What follows belongs to an exercise in optimizing a design on an open flow for small area and a short achievable clock period; a production flow would make more cautious choices.
RTL that was checked went through simulation tests only; none was proved equivalent to the original.
The clock port is modelled as an ideal driver, which makes a skipped or thinned clock tree look cheaper than it is; a real chip needs a root buffer or a tree.

==> willow <==
==> flow/design.v <==
module router_nport #(
    parameter int NPORT  = 8,
    parameter int ADDR_W = $clog2(NPORT)
) (
    input  logic             clk,
    input  logic             reset_n,
    input  logic [NPORT-1:0] din,
    input  logic [NPORT-1:0] frame_n,
    input  logic [NPORT-1:0] valid_n,
    output logic [NPORT-1:0] busy_n,
    output logic [NPORT-1:0] dout,
    output logic [NPORT-1:0] valido_n,
    output logic [NPORT-1:0] frameo_n
);
    localparam int N = 8;
    localparam int W = 3;
    logic [W:0]   r_sr    [N];
    logic [N-1:0] w_inArb;
    logic [W-1:0] w_addr  [N];
    logic [N-1:0] r_ov;
    logic [W-1:0] r_ptr   [N];
    logic [N-1:0] r_dout, r_valido, r_frameo;
    logic [N-1:0] w_arb;
    logic [N-1:0] w_req   [N];    
    logic [N-1:0] w_st    [N];    
    logic [N-1:0] w_gnt   [N];    
    logic [N-1:0] w_granted;
    logic [W-1:0] w_pnext [N];
    logic [N-1:0] w_any;
    logic [N-1:0] w_osel  [N];    
    logic [N-1:0] w_dsel, w_vsel, w_fsel;
    always_comb begin
        for (int i = 0; i < N; i++) begin
            w_inArb[i]  = r_sr[i][0];
            w_addr[i] = r_sr[i][W:1];
        end
    end
    assign w_arb = w_inArb;
    always_comb begin
        for (int d = 0; d < N; d++)
            for (int i = 0; i < N; i++) begin
                w_req[d][i] = w_arb[i] && (w_addr[i] == d);
                w_st[d][i]  = (r_ptr[d] == i);
            end
    end
    function automatic logic [N-1:0] prefixOr(input logic [N-1:0] x);
        logic [N-1:0] p1, p2, p4;
        p1 = x  | {x[N-2:0], 1'b0};
        p2 = p1 | {p1[N-3:0], 2'b0};
        p4 = p2 | {p2[N-5:0], 4'b0};
        prefixOr = {p4[N-2:0], 1'b0};
    endfunction
    always_comb begin
        w_granted = '0;
        for (int d = 0; d < N; d++) begin
            logic [N-1:0] above, hi, x;
            above = prefixOr(w_st[d]) | w_st[d];    
            hi    = w_req[d] & above;
            x     = (hi != '0) ? hi : w_req[d];
            w_gnt[d] = x & ~prefixOr(x) & {N{!r_ov[d]}};
            w_any[d] = (w_req[d] != '0);
            w_pnext[d] = '0;    
            for (int i = 0; i < N; i++)
                if (w_gnt[d][i]) w_pnext[d] = w_pnext[d] | W'((i + 1) % N);
            w_granted = w_granted | w_gnt[d];
        end
    end
    logic [N-1:0] w_xd, w_xv, w_xf;
    assign w_xd = din & ~valid_n;
    assign w_xv = ~valid_n;
    assign w_xf = ~frame_n;
    always_comb begin
        for (int d = 0; d < N; d++)
            for (int i = 0; i < N; i++) w_osel[d][i] = w_st[d][(i + 1) % N] & r_ov[d];
    end
    for (genvar d = 0; d < N; d++) begin : g_mux
        router_onehot_mux #(.N(N)) u_dmux (.sel(w_osel[d]), .a(w_xd), .y(w_dsel[d]));
        router_onehot_mux #(.N(N)) u_vmux (.sel(w_osel[d]), .a(w_xv), .y(w_vsel[d]));
        router_onehot_mux #(.N(N)) u_fmux (.sel(w_osel[d]), .a(w_xf), .y(w_fsel[d]));
    end
    always_ff @(posedge clk or negedge reset_n) begin
        if (!reset_n) begin
            for (int i = 0; i < N; i++) r_sr[i] <= '0;
        end else begin
            for (int i = 0; i < N; i++) begin
                if (r_sr[i][0]) begin
                    if (w_granted[i]) r_sr[i] <= '0;           
                end else if (frame_n[i]) begin
                    r_sr[i] <= 4'b1000;                        
                end else if (r_sr[i] != '0) begin
                    r_sr[i] <= {din[i], r_sr[i][W:1]};         
                end
            end
        end
    end
    always_ff @(posedge clk or negedge reset_n) begin
        if (!reset_n) begin
            r_ov       <= '0;
            r_dout     <= '0;
            r_valido   <= '0;
            r_frameo   <= '0;
            for (int d = 0; d < N; d++) r_ptr[d] <= '0;
        end else begin
            for (int d = 0; d < N; d++) begin
                r_dout[d]   <= w_dsel[d];
                r_valido[d] <= w_vsel[d];
                r_frameo[d] <= w_fsel[d];
                r_ov[d]     <= w_fsel[d] || (!r_ov[d] && w_any[d]);
                if (!r_ov[d] && w_any[d]) r_ptr[d] <= w_pnext[d];
            end
        end
    end
    assign busy_n   = ~w_inArb;
    assign dout     = r_dout;
    assign valido_n = ~r_valido;
    assign frameo_n = ~r_frameo;
endmodule
module router_onehot_mux #(
    parameter int N = 8
) (
    input  logic [N-1:0] sel,
    input  logic [N-1:0] a,
    output logic         y
);
    assign y = |(sel & a);
endmodule
==> flow/flow/run.sh <==
#!/bin/bash
# Own layout flow: the standard synthesis and layout, with
#  - small port buffers (buf_2 instead of the default delay buffers),
#  - repair_timing aiming for a larger setup margin (the SDC is unchanged),
#  - a one-level clock tree (flow/cts_post.tcl, run as ORFS's POST_CTS_TCL
#    hook): four clkbuf_16 fed from the clock port, one per quadrant.
set -euo pipefail
work=$(pwd)
bash standard.sh synth > synth.log 2>&1
export BUFFER_PORTS_ARGS="-buffer_cell sky130_fd_sc_hd__buf_2"
export SETUP_SLACK_MARGIN=7.2
export POST_CTS_TCL=$work/flow/cts_post.tcl
bash standard.sh finish > layout.log 2>&1
==> flow/flow/cts_post.tcl <==
# POST_CTS hook: replace the clock tree that CTS built (a root buffer and
# eight leaf buffers, two levels) by one level of four clkbuf_16 buffers fed
# straight from the clock port. The flip-flops are split into four
# quadrants (by x, then each half by y) and each buffer sits at the centre of
# its quadrant's flip-flops, so every flip-flop's clock goes through exactly
# one buffer and arrives at about the same time.
set block [ord::get_db_block]
set clknet [$block findNet clk]

# Remove the buffers and nets that CTS made.
foreach inst [$block getInsts] {
  if {[string match "clkbuf_*" [$inst getName]]} { odb::dbInst_destroy $inst }
}
foreach net [$block getNets] {
  if {[string match "clknet_*" [$net getName]]} { odb::dbNet_destroy $net }
}

# Every flip-flop clock pin, now unconnected, goes back on the clock net.
set sinks {}
foreach inst [$block getInsts] {
  set it [$inst findITerm CLK]
  if {$it eq "NULL" || $it eq ""} { continue }
  if {[$it getNet] ne "NULL" && [$it getNet] ne ""} { $it disconnect }
  set loc [$inst getLocation]
  lappend sinks [list [lindex $loc 0] [lindex $loc 1] $it]
}
puts "cts_post: [llength $sinks] clock pins"

set master [[ord::get_db] findMaster sky130_fd_sc_hd__clkbuf_16]
set sinks [lsort -integer -index 0 $sinks]
set h [expr {[llength $sinks] / 2}]
set groups {}
foreach half [list [lrange $sinks 0 [expr {$h - 1}]] [lrange $sinks $h end]] {
  set half [lsort -integer -index 1 $half]
  set m [expr {[llength $half] / 2}]
  lappend groups [lrange $half 0 [expr {$m - 1}]] [lrange $half $m end]
}
set b 0
foreach part $groups {
  set net [odb::dbNet_create $block "clknet_q$b"]
  $net setSigType CLOCK
  set inst [odb::dbInst_create $block $master "clkbuf_q$b"]
  set sx 0
  set sy 0
  foreach s $part {
    [lindex $s 2] connect $net
    incr sx [lindex $s 0]
    incr sy [lindex $s 1]
  }
  [$inst findITerm A] connect $clknet
  [$inst findITerm X] connect $net
  $inst setLocation [expr {$sx / [llength $part]}] [expr {$sy / [llength $part]}]
  $inst setPlacementStatus PLACED
  incr b
}
detailed_placement
check_placement -verbose
estimate_parasitics -placement
report_clock_latency
==> flow/standard.sh <==
#!/bin/bash
# synth_recipe.tcl (not shown) runs the flow's synth.tcl, then flattens the netlist and writes it again
# the make line also repeats each setting of config.mk as NAME=value (left out here)
make -C /OpenROAD-flow-scripts/flow DESIGN_CONFIG=/design/flow/config.mk WORK_HOME=/design/flow/orfs CLKGATE_MAP_FILE= SYNTH_SCRIPT=/design/flow/synth_recipe.tcl "${@:-finish}"
==> flow/config.mk <==
export PLATFORM = sky130hd
export DESIGN_NAME = router_nport
export DESIGN_NICKNAME = router_nport
export VERILOG_FILES = /design/flow/design.v
export SDC_FILE = /design/flow/constraint.sdc
export NUM_CORES = 4
export LEC_CHECK = 0
export ABC_AREA = 1
export CAP_MARGIN = 20
export CORE_MARGIN = 2
export CORE_UTILIZATION = 30
export PLACE_DENSITY = 0.45
export SLEW_MARGIN = 20
export SYNTH_HIERARCHICAL = 1
export SYNTH_MINIMUM_KEEP_SIZE = 0
==> flow/constraint.sdc <==
create_clock -name core_clock -period 10.0 [get_ports {clk}]
set_input_delay 2.0000 -clock core_clock [delete_from_list [all_inputs] [get_ports {clk}]]
set_output_delay 2.0000 -clock core_clock [all_outputs]
set_load 0.01 [all_outputs]
==> pepper: changes against willow <==
--- a/flow/design.v
+++ b/flow/design.v
@@ -27,7 +27,6 @@
     logic [N-1:0] w_granted;
     logic [W-1:0] w_pnext [N];
     logic [N-1:0] w_any;
-    logic [N-1:0] w_osel  [N];    
     logic [N-1:0] w_dsel, w_vsel, w_fsel;
     always_comb begin
         for (int i = 0; i < N; i++) begin
@@ -65,18 +64,17 @@
             w_granted = w_granted | w_gnt[d];
         end
     end
-    logic [N-1:0] w_xd, w_xv, w_xf;
-    assign w_xd = din & ~valid_n;
-    assign w_xv = ~valid_n;
-    assign w_xf = ~frame_n;
     always_comb begin
-        for (int d = 0; d < N; d++)
-            for (int i = 0; i < N; i++) w_osel[d][i] = w_st[d][(i + 1) % N] & r_ov[d];
-    end
-    for (genvar d = 0; d < N; d++) begin : g_mux
-        router_onehot_mux #(.N(N)) u_dmux (.sel(w_osel[d]), .a(w_xd), .y(w_dsel[d]));
-        router_onehot_mux #(.N(N)) u_vmux (.sel(w_osel[d]), .a(w_xv), .y(w_vsel[d]));
-        router_onehot_mux #(.N(N)) u_fmux (.sel(w_osel[d]), .a(w_xf), .y(w_fsel[d]));
+        for (int d = 0; d < N; d++) begin
+            w_dsel[d] = 1'b0;
+            w_vsel[d] = 1'b0;
+            w_fsel[d] = 1'b0;
+            for (int i = 0; i < N; i++) begin
+                w_dsel[d] = w_dsel[d] | (w_st[d][(i + 1) % N] & din[i]);
+                w_vsel[d] = w_vsel[d] | (w_st[d][(i + 1) % N] & valid_n[i]);
+                w_fsel[d] = w_fsel[d] | (w_st[d][(i + 1) % N] & frame_n[i]);
+            end
+        end
     end
     always_ff @(posedge clk or negedge reset_n) begin
         if (!reset_n) begin
@@ -102,11 +100,20 @@
             for (int d = 0; d < N; d++) r_ptr[d] <= '0;
         end else begin
             for (int d = 0; d < N; d++) begin
-                r_dout[d]   <= w_dsel[d];
-                r_valido[d] <= w_vsel[d];
-                r_frameo[d] <= w_fsel[d];
-                r_ov[d]     <= w_fsel[d] || (!r_ov[d] && w_any[d]);
-                if (!r_ov[d] && w_any[d]) r_ptr[d] <= w_pnext[d];
+                if (r_ov[d]) begin
+                    r_dout[d]     <= !w_vsel[d] && w_dsel[d];
+                    r_valido[d]   <= !w_vsel[d];
+                    r_frameo[d]   <= !w_fsel[d];
+                    r_ov[d]       <= !w_fsel[d];
+                end else begin
+                    r_dout[d]     <= 1'b0;
+                    r_valido[d]   <= 1'b0;
+                    r_frameo[d]   <= 1'b0;
+                    if (w_any[d]) begin
+                        r_ov[d]  <= 1'b1;
+                        r_ptr[d] <= w_pnext[d];
+                    end
+                end
             end
         end
     end
@@ -115,12 +122,3 @@
     assign valido_n = ~r_valido;
     assign frameo_n = ~r_frameo;
 endmodule
-module router_onehot_mux #(
-    parameter int N = 8
-) (
-    input  logic [N-1:0] sel,
-    input  logic [N-1:0] a,
-    output logic         y
-);
-    assign y = |(sel & a);
-endmodule
==> flow/flow/run.sh (replaced) <==
#!/bin/bash
# Own layout flow: the standard synthesis and layout, with small port
# buffers and repair_timing aiming for a larger setup margin (the SDC is
# unchanged).
set -euo pipefail
bash standard.sh synth > synth.log 2>&1
export BUFFER_PORTS_ARGS="-buffer_cell sky130_fd_sc_hd__buf_2"
export SETUP_SLACK_MARGIN=6.6
bash standard.sh finish > layout.log 2>&1
Settings changed: SYNTH_HIERARCHICAL 1 to unset, SYNTH_MINIMUM_KEEP_SIZE 0 to unset.
removed: flow/flow/cts_post.tcl
==> lagoon: changes against willow <==
==> flow/flow/run.sh (replaced) <==
#!/bin/bash
# Own layout flow: the standard synthesis and layout, with small port
# buffers and repair_timing aiming for a larger setup margin (the SDC is
# unchanged).
set -euo pipefail
bash standard.sh synth > synth.log 2>&1
export BUFFER_PORTS_ARGS="-buffer_cell sky130_fd_sc_hd__buf_2"
export SETUP_SLACK_MARGIN=7.0
bash standard.sh finish > layout.log 2>&1
removed: flow/flow/cts_post.tcl
==> out/metrics.cfg <==
[run_status]
status = no timing/DRC/antenna violations

[logic_synthesis]
synthesis.nets = 1368
syn_area_mm2 = 0.00811

[setup_path]
crit_arrival_ps = 3680
critPathLaunch = frame_n[7]
crit_type = in2reg
cpLargestDelayFamily = compound AO/OA/AOI/OAI gates

[power]
seqPwrFrac_pct = 27.6
powerClk_uw = 394
internal_power_mw = 1.25

[sta]
finalHoldWorstSlack_ps = 561

[die]
die_h_um = 168

[drt]
via_per_inst = 5.44
met1_length_mm = 17.7

[finish]
regArea_mm2 = 0.00220

[place]
gp_congestion = 1.02

the above is filed under pepper

==> out/metrics.cfg <==
[drt]
met1_length_mm = 16.9
via_per_inst = 4.85

[setup_path]
critPathLaunch = r_sr[1][0]$_DFF_PN0_
cpLargestDelayFamily = flip-flops
crit_type = reg2out

[power]
seqPwrFrac_pct = 28.1
internal_power_mw = 1.16

[run_status]
status = no timing/DRC/antenna violations

[logic_synthesis]
synthesis.nets = 1592
syn_area_mm2 = 0.00867

[sta]
finalHoldWorstSlack_ps = 546

[die]
die_h_um = 174

the above is filed under lagoon

==> out/metrics.cfg <==
[hold_path]
min_path_cells = 3

[power]
internal_power_mw = 1.11
powerClk_uw = 181
seqPwrFrac_pct = 29.1

[setup_path]
critPathLaunch = frame_n[3]
r2r-start = r_sr[0][1]$_DFFE_PN0P_
crit_type = in2reg
cpLargestDelayFamily = simple AND/OR/NAND/NOR gates
crit_arrival_ps = 2950

[die]
die_h_um = 174

[place]
gp_congestion = 1.00

[sta]
setup_viol = 0
finalHoldWorstSlack_ps = 553

[logic_synthesis]
syn_area_mm2 = 0.00867
ys_warn_count = 23
synthesis.nets = 1592

[clock_tree]
clock_sinks = 88

[run_status]
status = no timing/DRC/antenna violations

[drt]
met1_length_mm = 17.3

the above is filed under willow

For willow and lagoon, only the layout was checked, not whether the RTL still works. In willow the design's own scripts or RTL, not TritonCTS, make the clock network.

[port drivers added, routing unchanged]
The results above use ideal ports. As a check the final layouts listed here were re-extracted and re-timed, cells and wires unchanged.
Step 1, drivers: a clkbuf_16 drives clk and a buf_2 each remaining input, both assumed.
Step 2 times the ports against the registers' clock, not the clock port: input delays grow and output delays shrink by t, the midpoint of the rising clock arrivals with the driver on.
Three values: ideal, step 1, step 2; two values: the first two.
| run | t, ns | slack for setup (ns) | latest minus earliest clock arrival (ns) | slew at the worst register clock pin (ns) |
|---|---|---|---|---|
| willow | 0.262 | 7.114 / 7.124 / 6.892 | 0.011 / 0.011 | 0.10 / 0.10 |
| pepper | 0.410 | 6.625 / 6.649 / 6.239 | 0.008 / 0.008 | 0.07 / 0.07 |
| lagoon | 0.406 | 7.043 / 6.996 / 6.761 | 0.009 / 0.009 | 0.08 / 0.08 |
After both steps setup and hold are still met in every run listed. For pepper, which loses most, drivers alone change the setup slack by +0.024 ns; drivers and shift together by -0.386 ns.
